This is an optimization exercise on Yosys and OpenROAD, whose aim is small area, a short achievable clock period and few clock cycles per item, not a production implementation. In this exercise RTL edits were held to simulation tests only and were not proved equivalent to the original. The clock port is modelled as an ideal driver; clocking choices that lean on that would not hold on a real chip. Power is estimated from default activity; no workload was simulated.

// char_waiter_matching_queue_unit
module char_waiter_matching_queue_unit (
    input  logic                 i_clk,
    input  logic                 i_rst_n,
    input  logic                 i_req_valid,
    output logic                 o_req_ready,
    input  logic                 i_req_mode,
    input  logic [CHAR_W-1:0]    i_req_char_value,
    input  logic [ID_W-1:0]      i_req_waiter_id,
    output logic                 o_rsp_valid,
    input  logic                 i_rsp_ready,
    output logic                 o_rsp_delivered,
    output logic [ID_W-1:0]      o_rsp_dest_client,
    output logic [CHAR_W-1:0]    o_rsp_char_out,
    output logic [STATUS_W-1:0]  o_rsp_status,
    output logic [CHARS_W-1:0]   o_rsp_chars_held,
    output logic [WAITERS_W-1:0] o_rsp_waiters_held
);
Size in the first run: ~2700 cells after synthesis, roughly 42000 um2 of cells after synthesis.
export LEC_CHECK = 0
export CAP_MARGIN = 20
export CORE_MARGIN = 2
export CORE_UTILIZATION = 40
export CTS_CLUSTER_DIAMETER = 100
export CTS_CLUSTER_SIZE = 24
export SLEW_MARGIN = 20
create_clock -name core_clock -period 8.0 [get_ports {i_clk}]
standard.sh (not shown) runs the stock make flow with config.mk's settings and CLKGATE_MAP_FILE= SYNTH_SCRIPT=/design/flow/synth_recipe.tcl, a recipe that flattens the netlist after the stock synthesis.
==> flow/flow/run.sh <==
#!/bin/bash
set -euo pipefail
export CLOCK_PORT_NET=i_clk
export PRE_CTS_TCL="$PWD/flow/cts_root.tcl"
bash standard.sh SETUP_SLACK_MARGIN=5.4 finish > flow_make.log 2>&1
==> flow/flow/cts_root.tcl <==
rename clock_tree_synthesis my_tritoncts
proc clock_tree_synthesis { args } {
  my_tritoncts {*}$args
  set block [ord::get_db_block]
  set port_net [$block findNet $::env(CLOCK_PORT_NET)]
  set drivers {}
  foreach it [$port_net getITerms] { lappend drivers [$it getInst] }
  if { [llength $drivers] != 1 } {
    puts "cts_root: clock port drives [llength $drivers] cells, tree left as built"
    return
  }
  set root [lindex $drivers 0]
  set out_net ""
  foreach it [$root getITerms] {
    if { [$it isOutputSignal] } { set out_net [$it getNet] }
  }
  set loads {}
  foreach it [$out_net getITerms] {
    if { [$it isInputSignal] } { lappend loads $it }
  }
  if { [llength $loads] > 4 || [llength [$out_net getBTerms]] > 0 } {
    puts "cts_root: root buffer drives [llength $loads] pins, tree left as built"
    return
  }
  puts "cts_root: removing [$root getName], port now drives [llength $loads] buffers"
  foreach it $loads {
    $it disconnect
    $it connect $port_net
  }
  odb::dbInst_destroy $root
  odb::dbNet_destroy $out_net
}
Testbench counts at the start, summed over its fixed seeds: cycles 4,816, items 4,800.
Edit:
--- a/flow/design.v
+++ b/flow/design.v
@@ -96,20 +96,17 @@
     output logic [WAITERS_W-1:0] o_rsp_waiters_held
 );
     localparam int NW = MAX_WAITERS_DEF;
     localparam int RW = ID_W + CHAR_W + STATUS_W + CHARS_W + WAITERS_W;
     logic              r_v1;
     logic              r_mode;
     logic [CHAR_W-1:0] r_cv;
     logic [ID_W-1:0]   r_id;
-    logic              r_cnz, r_inz;
-    logic [MAX_WAITERS_DEF-1:0] r_match_lo, r_match_hi;
     logic              r_ready;
-    logic              r_hold;    
     logic          r_q0v, r_q1v;
     logic [RW-1:0] r_q0, r_q1;
     logic [ID_W-1:0] r_wmem [NW];
     logic [2:0]      r_whead, r_wtail;
     logic [3:0]      r_wcnt;
     logic [NW-1:0]   r_wvalid;
     logic w_go, w_ld;
     logic               w_put, w_take;
@@ -125,41 +122,31 @@
         .o_empty    (w_rempty),
         .o_full     (w_rfull),
         .o_count    (w_rcnt),
         .o_count_inc(w_rcnt_inc),
         .o_count_dec(w_rcnt_dec),
         .o_head     (w_rhead)
     );
     assign w_go        = r_v1 && !(r_q0v && r_q1v);
-    assign w_ld        = !r_hold;
+    assign w_ld        = r_ready;
     assign o_req_ready = r_ready;
-    localparam int HW = ID_W / 2;
     logic          w_dup, w_cnz, w_inz, w_wempty, w_wfull;
-    logic [NW-1:0] w_cmatch_lo, w_cmatch_hi;
-    logic          w_same_lo, w_same_hi;
-    assign w_same_lo = (i_req_waiter_id[HW-1:0] == r_id[HW-1:0]);
-    assign w_same_hi = (i_req_waiter_id[ID_W-1:HW] == r_id[ID_W-1:HW]);
+    logic [NW-1:0] w_match;
     always_comb begin
         for (int k = 0; k < NW; k++) begin
-            if ((3'(k) == r_wtail) && !w_wfull) begin
-                w_cmatch_lo[k] = w_same_lo;
-                w_cmatch_hi[k] = w_same_hi;
-            end else begin
-                w_cmatch_lo[k] = (r_wmem[k][HW-1:0] == i_req_waiter_id[HW-1:0]);
-                w_cmatch_hi[k] = (r_wmem[k][ID_W-1:HW] == i_req_waiter_id[ID_W-1:HW]);
-            end
+            w_match[k] = (r_wmem[k] == r_id);
         end
     end
     logic [NW-1:0] w_wvalid, w_hit;
     assign w_wvalid = r_wvalid;
-    assign w_hit    = w_wvalid & r_match_lo & r_match_hi;
+    assign w_hit    = w_wvalid & w_match;
     assign w_dup    = |w_hit;
-    assign w_cnz    = r_cnz;
-    assign w_inz    = r_inz;
+    assign w_cnz    = |r_cv;
+    assign w_inz    = |r_id;
     assign w_wempty = (r_wcnt == 4'd0);
     assign w_wfull  = r_wcnt[3];
     logic [ID_W-1:0]      n_dest;
     logic [CHAR_W-1:0]    n_cout;
     logic [STATUS_W-1:0]  n_status;
     logic [CHARS_W-1:0]   n_chars;
     logic [WAITERS_W-1:0] n_waiters;
     logic                 w_wpop, w_wpush;
@@ -215,17 +202,16 @@
     assign w_q1v_n = (r_q1v && !i_rsp_ready) || (w_go && r_q0v && !(w_pop && !r_q1v));
     assign w_v1_n  = w_ld ? i_req_valid : r_v1;
     always_ff @(posedge i_clk) begin
         if (!i_rst_n) begin
             r_v1    <= 1'b0;
             r_q0v   <= 1'b0;
             r_q1v   <= 1'b0;
             r_ready <= 1'b1;
-            r_hold  <= 1'b0;
             r_whead <= '0;
             r_wtail <= '0;
             r_wcnt  <= '0;
             r_wvalid <= '0;
         end else begin
             if (w_ld) r_v1 <= i_req_valid;
             if (w_wpop) begin
                 r_whead <= r_whead + 1'b1;
@@ -235,28 +221,23 @@
             if (w_wpush) begin
                 r_wtail <= r_wtail + 1'b1;
                 r_wcnt  <= r_wcnt + 1'b1;
                 r_wvalid[r_wtail] <= 1'b1;
             end
             r_q0v   <= w_q0v_n;
             r_q1v   <= w_q1v_n;
             r_ready <= !w_v1_n || !(w_q0v_n && w_q1v_n);
-            r_hold  <= w_v1_n && w_q0v_n && w_q1v_n;
         end
     end
     always_ff @(posedge i_clk) begin
         if (w_ld) begin
             r_mode <= i_req_mode;
             r_cv   <= i_req_char_value;
             r_id   <= i_req_waiter_id;
-            r_cnz  <= |i_req_char_value;
-            r_inz  <= |i_req_waiter_id;
-            r_match_lo <= w_cmatch_lo;
-            r_match_hi <= w_cmatch_hi;
         end
     end
     always_ff @(posedge i_clk) begin
         if (!w_wfull) begin
             r_wmem[r_wtail] <= r_id;
         end
     end
     logic r_q0d;
Result: The changed run went through all stages and came out clean. Cell area grows by 11%. Worst hold slack loses 0.0033 ns. Worst setup slack loses 0.34 ns. Wire length grows by 20%. Flip-flop and latch count shrinks by 19. Synthesized area shrinks by about 0.9%. Synthesized cell count shrinks by about 2.7%. Clock power grows by about 6%.
Testbench counts after the change, summed over its fixed seeds: cycles 4,816, items 4,800.

The RTL this note starts from:
==> flow/design.v <==
`timescale 1ns / 1ps
package cwmq_pkg;
    localparam int RING_DEPTH_DEF  = 64;
    localparam int MAX_WAITERS_DEF = 8;
    localparam int CHAR_W    = 8;
    localparam int ID_W      = 32;
    localparam int STATUS_W  = 3;
    localparam int CHARS_W   = 6;
    localparam int WAITERS_W = 4;
    localparam logic [STATUS_W-1:0] ST_DELIVERED = 3'd0;
    localparam logic [STATUS_W-1:0] ST_QUEUED    = 3'd1;
    localparam logic [STATUS_W-1:0] ST_DROPPED   = 3'd2;
    localparam logic [STATUS_W-1:0] ST_WAITER    = 3'd3;
    localparam logic [STATUS_W-1:0] ST_DUPLICATE = 3'd4;
    localparam logic [STATUS_W-1:0] ST_FULL      = 3'd5;
    localparam logic [STATUS_W-1:0] ST_IGNORED   = 3'd6;
    localparam logic MODE_CHAR = 1'b0;
    localparam logic MODE_WAIT = 1'b1;
endpackage
`timescale 1ns / 1ps
import cwmq_pkg::*;
module cwmq_ring (
    input  logic               i_clk,
    input  logic               i_rst_n,
    input  logic               i_put,
    input  logic               i_take,
    input  logic [CHAR_W-1:0]  i_data,
    output logic               o_empty,
    output logic               o_full,
    output logic [CHARS_W-1:0] o_count,
    output logic [CHARS_W-1:0] o_count_inc,
    output logic [CHARS_W-1:0] o_count_dec,
    output logic [CHAR_W-1:0]  o_head
);
    logic [CHAR_W-1:0]  r_mem [63];
    logic [5:0]         r_wp, r_rp1;
    logic [CHAR_W-1:0]  r_head;
    logic [CHARS_W-1:0] r_count;
    logic               r_full;
    always_ff @(posedge i_clk) begin
        if (!i_rst_n) begin
            r_rp1   <= 6'd1;
            r_wp    <= '0;
            r_count <= '0;
            r_full  <= 1'b0;
        end else begin
            if (i_put) r_wp <= (r_wp == 6'd62) ? 6'd0 : r_wp + 1'b1;
            if (i_take) begin
                r_rp1 <= (r_rp1 == 6'd62) ? 6'd0 : r_rp1 + 1'b1;
            end
            if (i_put) begin
                r_count <= o_count_inc;
                r_full  <= (r_count == 6'd62);
            end else if (i_take) begin
                r_count <= o_count_dec;
                r_full  <= 1'b0;
            end
        end
    end
    always_ff @(posedge i_clk) begin
        if (!o_full) begin
            r_mem[r_wp] <= i_data;
        end
    end
    always_ff @(posedge i_clk) begin
        if (i_take) begin
            r_head <= r_mem[r_rp1];
        end else if (o_empty) begin
            r_head <= i_data;
        end
    end
    assign o_empty     = (r_count == '0);
    assign o_full      = r_full;
    assign o_count     = r_count;
    assign o_count_inc = r_count + 1'b1;
    assign o_count_dec = r_count - 1'b1;
    assign o_head      = r_head;
endmodule
`timescale 1ns / 1ps
import cwmq_pkg::*;
module char_waiter_matching_queue_unit (
    input  logic                 i_clk,
    input  logic                 i_rst_n,
    input  logic                 i_req_valid,
    output logic                 o_req_ready,
    input  logic                 i_req_mode,
    input  logic [CHAR_W-1:0]    i_req_char_value,
    input  logic [ID_W-1:0]      i_req_waiter_id,
    output logic                 o_rsp_valid,
    input  logic                 i_rsp_ready,
    output logic                 o_rsp_delivered,
    output logic [ID_W-1:0]      o_rsp_dest_client,
    output logic [CHAR_W-1:0]    o_rsp_char_out,
    output logic [STATUS_W-1:0]  o_rsp_status,
    output logic [CHARS_W-1:0]   o_rsp_chars_held,
    output logic [WAITERS_W-1:0] o_rsp_waiters_held
);
    localparam int NW = MAX_WAITERS_DEF;
    localparam int RW = ID_W + CHAR_W + STATUS_W + CHARS_W + WAITERS_W;
    logic              r_v1;
    logic              r_mode;
    logic [CHAR_W-1:0] r_cv;
    logic [ID_W-1:0]   r_id;
    logic              r_cnz, r_inz;
    logic [MAX_WAITERS_DEF-1:0] r_match_lo, r_match_hi;
    logic              r_ready;
    logic          r_q0v, r_q1v;
    logic [RW-1:0] r_q0, r_q1;
    logic [ID_W-1:0] r_wmem [NW];
    logic [2:0]      r_whead, r_wtail;
    logic [3:0]      r_wcnt;
    logic [NW-1:0]   r_wvalid;
    logic w_go, w_ld;
    logic               w_put, w_take;
    logic               w_rempty, w_rfull;
    logic [CHARS_W-1:0] w_rcnt, w_rcnt_inc, w_rcnt_dec;
    logic [CHAR_W-1:0]  w_rhead;
    cwmq_ring u_ring (
        .i_clk      (i_clk),
        .i_rst_n    (i_rst_n),
        .i_put      (w_put),
        .i_take     (w_take),
        .i_data     (r_cv),
        .o_empty    (w_rempty),
        .o_full     (w_rfull),
        .o_count    (w_rcnt),
        .o_count_inc(w_rcnt_inc),
        .o_count_dec(w_rcnt_dec),
        .o_head     (w_rhead)
    );
    assign w_go        = r_v1 && !(r_q0v && r_q1v);
    assign w_ld        = r_ready;
    assign o_req_ready = r_ready;
    localparam int HW = ID_W / 2;
    logic          w_dup, w_cnz, w_inz, w_wempty, w_wfull;
    logic [NW-1:0] w_cmatch_lo, w_cmatch_hi;
    logic          w_same_lo, w_same_hi;
    assign w_same_lo = (i_req_waiter_id[HW-1:0] == r_id[HW-1:0]);
    assign w_same_hi = (i_req_waiter_id[ID_W-1:HW] == r_id[ID_W-1:HW]);
    always_comb begin
        for (int k = 0; k < NW; k++) begin
            if ((3'(k) == r_wtail) && !w_wfull) begin
                w_cmatch_lo[k] = w_same_lo;
                w_cmatch_hi[k] = w_same_hi;
            end else begin
                w_cmatch_lo[k] = (r_wmem[k][HW-1:0] == i_req_waiter_id[HW-1:0]);
                w_cmatch_hi[k] = (r_wmem[k][ID_W-1:HW] == i_req_waiter_id[ID_W-1:HW]);
            end
        end
    end
    logic [NW-1:0] w_wvalid, w_hit;
    assign w_wvalid = r_wvalid;
    assign w_hit    = w_wvalid & r_match_lo & r_match_hi;
    assign w_dup    = |w_hit;
    assign w_cnz    = r_cnz;
    assign w_inz    = r_inz;
    assign w_wempty = (r_wcnt == 4'd0);
    assign w_wfull  = r_wcnt[3];
    logic [ID_W-1:0]      n_dest;
    logic [CHAR_W-1:0]    n_cout;
    logic [STATUS_W-1:0]  n_status;
    logic [CHARS_W-1:0]   n_chars;
    logic [WAITERS_W-1:0] n_waiters;
    logic                 w_wpop, w_wpush;
    always_comb begin
        w_put     = 1'b0;
        w_take    = 1'b0;
        w_wpop    = 1'b0;
        w_wpush   = 1'b0;
        n_dest    = '0;
        n_cout    = '0;
        n_status  = ST_IGNORED;
        n_chars   = w_rcnt;
        n_waiters = r_wcnt;
        if (r_mode == MODE_CHAR) begin
            if (!w_cnz) begin
                n_status = ST_IGNORED;
            end else if (!w_wempty) begin
                w_wpop    = w_go;
                n_dest    = r_wmem[r_whead];
                n_cout    = r_cv;
                n_status  = ST_DELIVERED;
                n_waiters = r_wcnt - 1'b1;
            end else if (w_rfull) begin
                n_status = ST_DROPPED;
            end else begin
                w_put    = w_go;
                n_status = ST_QUEUED;
                n_chars  = w_rcnt_inc;
            end
        end else if (!w_inz) begin
            n_status = ST_IGNORED;
        end else if (!w_rempty) begin
            w_take   = w_go;
            n_dest   = r_id;
            n_cout   = w_rhead;
            n_status = ST_DELIVERED;
            n_chars  = w_rcnt_dec;
        end else if (w_dup) begin
            n_status = ST_DUPLICATE;
        end else if (w_wfull) begin
            n_status = ST_FULL;
        end else begin
            w_wpush   = w_go;
            n_status  = ST_WAITER;
            n_waiters = r_wcnt + 1'b1;
        end
    end
    logic [RW-1:0] w_res;
    assign w_res = {n_dest, n_cout, n_status, n_chars, n_waiters};
    logic w_pop, w_q0v_n, w_q1v_n, w_v1_n;
    assign w_pop   = r_q0v && i_rsp_ready;
    assign w_q0v_n = r_q1v || w_go || (r_q0v && !i_rsp_ready);
    assign w_q1v_n = (r_q1v && !i_rsp_ready) || (w_go && r_q0v && !(w_pop && !r_q1v));
    assign w_v1_n  = w_ld ? i_req_valid : r_v1;
    always_ff @(posedge i_clk) begin
        if (!i_rst_n) begin
            r_v1    <= 1'b0;
            r_q0v   <= 1'b0;
            r_q1v   <= 1'b0;
            r_ready <= 1'b1;
            r_whead <= '0;
            r_wtail <= '0;
            r_wcnt  <= '0;
            r_wvalid <= '0;
        end else begin
            if (w_ld) r_v1 <= i_req_valid;
            if (w_wpop) begin
                r_whead <= r_whead + 1'b1;
                r_wcnt  <= r_wcnt - 1'b1;
                r_wvalid[r_whead] <= 1'b0;
            end
            if (w_wpush) begin
                r_wtail <= r_wtail + 1'b1;
                r_wcnt  <= r_wcnt + 1'b1;
                r_wvalid[r_wtail] <= 1'b1;
            end
            r_q0v   <= w_q0v_n;
            r_q1v   <= w_q1v_n;
            r_ready <= !w_v1_n || !(w_q0v_n && w_q1v_n);
        end
    end
    always_ff @(posedge i_clk) begin
        if (w_ld) begin
            r_mode <= i_req_mode;
            r_cv   <= i_req_char_value;
            r_id   <= i_req_waiter_id;
            r_cnz  <= |i_req_char_value;
            r_inz  <= |i_req_waiter_id;
            r_match_lo <= w_cmatch_lo;
            r_match_hi <= w_cmatch_hi;
        end
    end
    always_ff @(posedge i_clk) begin
        if (!w_wfull) begin
            r_wmem[r_wtail] <= r_id;
        end
    end
    logic r_q0d;
    always_ff @(posedge i_clk) begin
        if (!i_rst_n) begin
            r_q0  <= '0;
            r_q0d <= 1'b0;
        end else if (!r_q0v || i_rsp_ready) begin
            r_q0  <= r_q1v ? r_q1 : w_res;
            r_q0d <= r_q1v ? (r_q1[CHARS_W+WAITERS_W +: STATUS_W] == ST_DELIVERED)
                           : (n_status == ST_DELIVERED);
        end
        if (!r_q1v || i_rsp_ready) begin
            r_q1 <= w_res;
        end
    end
    assign o_rsp_valid = r_q0v;
    assign {o_rsp_dest_client, o_rsp_char_out, o_rsp_status, o_rsp_chars_held,
            o_rsp_waiters_held} = r_q0;
    assign o_rsp_delivered = r_q0d;
endmodule
==> flow/config.mk <==
export PLATFORM = sky130hd
export DESIGN_NAME = char_waiter_matching_queue_unit
export DESIGN_NICKNAME = char_waiter_matching_queue_unit
export VERILOG_FILES = /design/flow/design.v
export SDC_FILE = /design/flow/constraint.sdc
export NUM_CORES = 4
export LEC_CHECK = 0
export CAP_MARGIN = 20
export CORE_MARGIN = 2
export CORE_UTILIZATION = 40
export CTS_CLUSTER_DIAMETER = 100
export CTS_CLUSTER_SIZE = 24
export SLEW_MARGIN = 20
==> flow/constraint.sdc <==
create_clock -name core_clock -period 8.0 [get_ports {i_clk}]
set_input_delay 1.6000 -clock core_clock [delete_from_list [all_inputs] [get_ports {i_clk}]]
set_output_delay 1.6000 -clock core_clock [all_outputs]
set_load 0.01 [all_outputs]
==> flow/flow/run.sh <==
#!/bin/bash
# Standard layout, with timing repair aiming for a setup slack of 5.5 ns
# at the design's 8 ns clock. All make and tool output goes to flow_make.log;
# ORFS keeps each step's own log under orfs/logs/.
set -euo pipefail
bash standard.sh SETUP_SLACK_MARGIN=5.5 finish > flow_make.log 2>&1
Testbench counts at the start, summed over its fixed seeds: cycles 4,816, items 4,800.
Next try:
--- a/flow/design.v
+++ b/flow/design.v
@@ -32,21 +32,23 @@
     output logic [CHARS_W-1:0] o_count_dec,
     output logic [CHAR_W-1:0]  o_head
 );
     logic [CHAR_W-1:0]  r_mem [63];
-    logic [5:0]         r_wp, r_rp1;
+    logic [5:0]         r_rp, r_wp, r_rp1;
     logic [CHAR_W-1:0]  r_head;
     logic [CHARS_W-1:0] r_count;
     logic               r_full;
     always_ff @(posedge i_clk) begin
         if (!i_rst_n) begin
+            r_rp    <= '0;
             r_rp1   <= 6'd1;
             r_wp    <= '0;
             r_count <= '0;
             r_full  <= 1'b0;
         end else begin
             if (i_put) r_wp <= (r_wp == 6'd62) ? 6'd0 : r_wp + 1'b1;
             if (i_take) begin
+                r_rp  <= r_rp1;
                 r_rp1 <= (r_rp1 == 6'd62) ? 6'd0 : r_rp1 + 1'b1;
             end
             if (i_put) begin
                 r_count <= o_count_inc;
@@ -101,9 +103,9 @@
     logic              r_mode;
     logic [CHAR_W-1:0] r_cv;
     logic [ID_W-1:0]   r_id;
     logic              r_cnz, r_inz;
-    logic [MAX_WAITERS_DEF-1:0] r_match_lo, r_match_hi;
+    logic [MAX_WAITERS_DEF-1:0] r_match;
     logic              r_ready;
     logic          r_q0v, r_q1v;
     logic [RW-1:0] r_q0, r_q1;
     logic [ID_W-1:0] r_wmem [NW];
@@ -130,28 +132,20 @@
     );
     assign w_go        = r_v1 && !(r_q0v && r_q1v);
     assign w_ld        = r_ready;
     assign o_req_ready = r_ready;
-    localparam int HW = ID_W / 2;
-    logic          w_dup, w_cnz, w_inz, w_wempty, w_wfull;
-    logic [NW-1:0] w_cmatch_lo, w_cmatch_hi;
-    logic          w_same_lo, w_same_hi;
-    assign w_same_lo = (i_req_waiter_id[HW-1:0] == r_id[HW-1:0]);
-    assign w_same_hi = (i_req_waiter_id[ID_W-1:HW] == r_id[ID_W-1:HW]);
+    logic [NW-1:0] w_cmatch;
+    logic          w_same;
+    assign w_same = (i_req_waiter_id == r_id);
     always_comb begin
         for (int k = 0; k < NW; k++) begin
-            if ((3'(k) == r_wtail) && !w_wfull) begin
-                w_cmatch_lo[k] = w_same_lo;
-                w_cmatch_hi[k] = w_same_hi;
-            end else begin
-                w_cmatch_lo[k] = (r_wmem[k][HW-1:0] == i_req_waiter_id[HW-1:0]);
-                w_cmatch_hi[k] = (r_wmem[k][ID_W-1:HW] == i_req_waiter_id[ID_W-1:HW]);
-            end
+            w_cmatch[k] = ((3'(k) == r_wtail) && !w_wfull) ? w_same : (r_wmem[k] == i_req_waiter_id);
         end
     end
     logic [NW-1:0] w_wvalid, w_hit;
+    logic          w_dup, w_cnz, w_inz, w_wempty, w_wfull;
     assign w_wvalid = r_wvalid;
-    assign w_hit    = w_wvalid & r_match_lo & r_match_hi;
+    assign w_hit    = w_wvalid & r_match;
     assign w_dup    = |w_hit;
     assign w_cnz    = r_cnz;
     assign w_inz    = r_inz;
     assign w_wempty = (r_wcnt == 4'd0);
@@ -246,10 +240,9 @@
             r_cv   <= i_req_char_value;
             r_id   <= i_req_waiter_id;
             r_cnz  <= |i_req_char_value;
             r_inz  <= |i_req_waiter_id;
-            r_match_lo <= w_cmatch_lo;
-            r_match_hi <= w_cmatch_hi;
+            r_match <= w_cmatch;
         end
     end
     always_ff @(posedge i_clk) begin
         if (!w_wfull) begin
The new run finished with timing, DRC and antenna clean.
Cell area climbs slightly.
Synthesized cell count drops slightly.
Count of clock-buffer cells in the layout drops by 8.
Sequential share of layout area drops by 1.5 points.
Core utilization climbs by 1.3 points.
Die area drops slightly.
Maximum frequency climbs by a few percent.
Wire length climbs by a few percent.
Clock skew climbs by 16 ps.
Area after synthesis drops slightly.
Combinational power climbs by about a fifth.
Clock power drops by a few percent.
Testbench counts after the change, summed over its fixed seeds: cycles 4,816, items 4,800.

[port drivers added, routing unchanged]
Ports are ideal in the flow. The routed layouts listed here were re-timed in OpenROAD. Step 1 (the two cells are an assumption about what drives the block):
set clk [get_ports {i_clk}]
set_driving_cell -lib_cell sky130_fd_sc_hd__clkbuf_16 $clk
set_driving_cell -lib_cell sky130_fd_sc_hd__buf_2 [delete_from_list [all_inputs] $clk]
Step 2 also shifts input and output timing later by t, the mid clock arrival at the registers, as if the neighbouring blocks saw the same clock. Three values: ideal, step 1, step 2; two values: the first two.
| run | t (ns) | setup slack, ns | worst hold slack (ns) | worst setup path at the end |
|---|---|---|---|---|
| the first run of note 1 | 0.590 | 5.395 / 5.288 / 4.936 | 0.454 / 0.454 / 0.454 | input to register |
| the second run of note 1 | 0.599 | 5.055 / 5.056 / 4.714 | 0.451 / 0.451 / 0.451 | input to register |
| the first run of note 2 | 0.722 | 5.160 / 5.090 / 4.856 | 0.464 / 0.464 / 0.464 | input to register |
| the second run of note 2 | 0.732 | 5.224 / 5.144 / 4.704 | 0.466 / 0.466 / 0.466 | input to register |
After both steps every run listed still meets setup and hold. For the second run of note 2, which loses most, drivers alone change the setup slack by -0.080 ns; drivers and shift together by -0.520 ns.
